This is an optimization exercise on Yosys and OpenROAD, whose aim is small area and a short achievable clock period, not a production implementation.
Function was checked by simulation only, so behaviour that the tests miss may differ from the original.
No activity file was given, so power comes from the tool's default toggle rates.

## v50
Design rename_unit, start of the top module:
module rename_unit (
  input  wire        clk,
  input  wire        rst,
  input  wire        dispatch_i,
  input  wire [4:0]  req_opa_areg_i,
  input  wire [4:0]  req_opb_areg_i,
  input  wire [4:0]  req_dest_areg_i,
  input  wire        req_is_branch_i,
  input  wire        cdb_valid_i,
  input  wire [5:0]  cdb_preg_i,
  input  wire        retire_i,
  input  wire [5:0]  retire_preg_i,
  input  wire        resolve_i,
  input  wire        mispredict_i,
  output logic [5:0] rsp_opa_preg_o,
  output logic       rsp_opa_rdy_o,
  output logic [5:0] rsp_opb_preg_o,
  output logic       rsp_opb_rdy_o,
  output logic [5:0] rsp_dest_preg_o,
  output logic [5:0] rsp_dest_old_preg_o,
  output logic       stall_o
);
For scale: ~4200 cells after synthesis, roughly 62 I/O pins, about 48000 sq um of cells after synthesis.
==> flow/config.mk <==
export PLATFORM = sky130hd
export DESIGN_NAME = rename_unit
export DESIGN_NICKNAME = rename_unit
export VERILOG_FILES = /design/flow/design.v
export SDC_FILE = /design/flow/constraint.sdc
export NUM_CORES = 4
export LEC_CHECK = 0
export CAP_MARGIN = 20
export CORE_MARGIN = 2
export CORE_UTILIZATION = 40
export SETUP_SLACK_MARGIN = 4.0
export SLEW_MARGIN = 20
export TNS_END_PERCENT = 5
==> flow/constraint.sdc <==
create_clock -name core_clock -period 8.0 [get_ports {clk}]
set_input_delay 1.6000 -clock core_clock [delete_from_list [all_inputs] [get_ports {clk}]]
set_output_delay 1.6000 -clock core_clock [all_outputs]
set_load 0.01 [all_outputs]
run.sh (not shown) runs the stock make flow with config.mk's settings and CLKGATE_MAP_FILE= SYNTH_SCRIPT=/design/flow/synth_recipe.tcl, a recipe that flattens the netlist after the stock synthesis.
[inputs] v35 vs v50
- changing SETUP_SLACK_MARGIN from 4.0 to 3.5
- removing TNS_END_PERCENT (formerly 5)
- changing CORE_UTILIZATION from 40 to 70
- setting PLACE_DENSITY to 0.75 for the first time
## What came out
- Compared with v50, v35 shows number of post-CTS setup repair buffers higher by 9.5%.
- HPWL after detailed placement: v35 < v50
- Of v35 and v50, only v35 fails to reach the end of the flow.
- Going from v50 to v35, the post-cts repair resize count was found to have gone up by about 1.8%.
> inputs changed (v35 -> v44)
- swapping 70 for 55 in CORE_UTILIZATION
### Flow results
As the logs show, v35 stopped at 5_1_grt after a tool error, so it never reached the end of the flow. v44 finished end to end and its layout was clean on timing, DRC and antenna. | post-placement cell count | lower: v35 |. v44 vs v35 on starting density of the core: v44 is the lower one. Going from v35 to v44, height of the die +34 um, routability congestion estimate -0.12. Note that the number of cells upsized or downsized after cts recorded for v44 amounts to 0.915 times the value seen in v35. Number of synthesized flops with an enable pin delta (v44 -> v35): insignificant. v44 vs v35: worst slack after detailed placement up in v44. Compared with v35, in v44 number of buffers inserted by hold repair at cts shows no meaningful change, number of rows created at floorplan saw an increase, die width up 13%.
The following lists how v8 was set up differently from v44:
- an added TNS_END_PERCENT of 10
- a deleted PLACE_DENSITY that had been 0.75
- a change of CORE_UTILIZATION from 55 to 40
==> results.txt <==
Delta (v8 minus v44): wire length increased by 4.8% relative to the old numbers, flip-flop and latch share of the layout cell area shrank by 1.4 points, via count decreased by about 2.3% relative to the old numbers, worst-case setup margin in the final layout went down 6.1 ps.
> inputs changed (v8 -> v5)
- TNS_END_PERCENT no longer set, was 10
- CORE_UTILIZATION now 60, was 40
- Going from v8 to v5, slack of the critical path shrinks by 16 ps.
- Diff v5 and v8: overall global routing resource usage higher in v5
- v5: cell depth of the worst setup path is 1 higher than what v8 reported.
- Diff v8 -> v5 | average routed wire per standard cell | increase of 6.6%
- [v5] proportion of cell area occupied by multi-input gates rose 1.1 points relative to v8
- v5 has completed all stages; timing, DRC and antenna checks passed.
### v5 -> v4
- removing SETUP_SLACK_MARGIN (formerly 3.5)
- changing CORE_UTILIZATION from 60 to 40
### Flow results
Relative to v5, minimum hold slack decreased by 14 ps in v4. Cmp v4 and v5 / global router's overall resource usage / lower: v4. Comparing v4 and v5, combinational power is lower on v4. Row part of the cycle the worst path needs: v4 higher / v5 lower. Routed wire length (lower): v4. The run showing the greater total iterations of the first detailed-routing run is v5. Delta (v4 minus v5): fraction of standard cell area in multi-input logic up 0.31 points, die area up 49%, shortest period the worst path allows up 1610 ps. As far as async set or reset register ratio after synthesis goes, v4 and v5 are indistinguishable; the numbers are identical. On number of cells on the critical path: between v4 and v5, it ends up higher for v5.

re-timing with driven ports:
The results above use ideal ports. As a check the final layouts listed here were re-extracted and re-timed, cells and wires unchanged. Step 1: set_driving_cell puts a clkbuf_16 on clk and a buf_2 on each other input, an assumption about the parent block. Step 2 times the ports against the registers' clock, not the clock port: input delays grow and output delays shrink by t, the midpoint of the rising clock arrivals with the driver on. Three values: ideal ports, drivers, drivers and shift; two values: the first two.
run	shift t [ns]	setup WS [ns]	clock arrival spread, ns	worst data-port slew with drivers (ns)	pins driven straight from the clock port
v50	0.802	2.284 / 1.933 / 1.933	0.057 / 0.056	0.43	1
v44	0.788	2.273 / 1.859 / 1.859	0.066 / 0.065	0.45	1
v8	0.793	2.267 / 1.915 / 1.915	0.061 / 0.060	0.43	1
v5	0.752	2.251 / 1.959 / 1.959	0.047 / 0.047	0.33	1
v4	0.818	0.642 / 0.590 / 0.590	0.061 / 0.061	0.05	1
After both steps every run listed still meets setup and hold. For v44, which loses most, drivers alone change the setup slack by -0.414 ns; drivers and shift together by -0.414 ns.
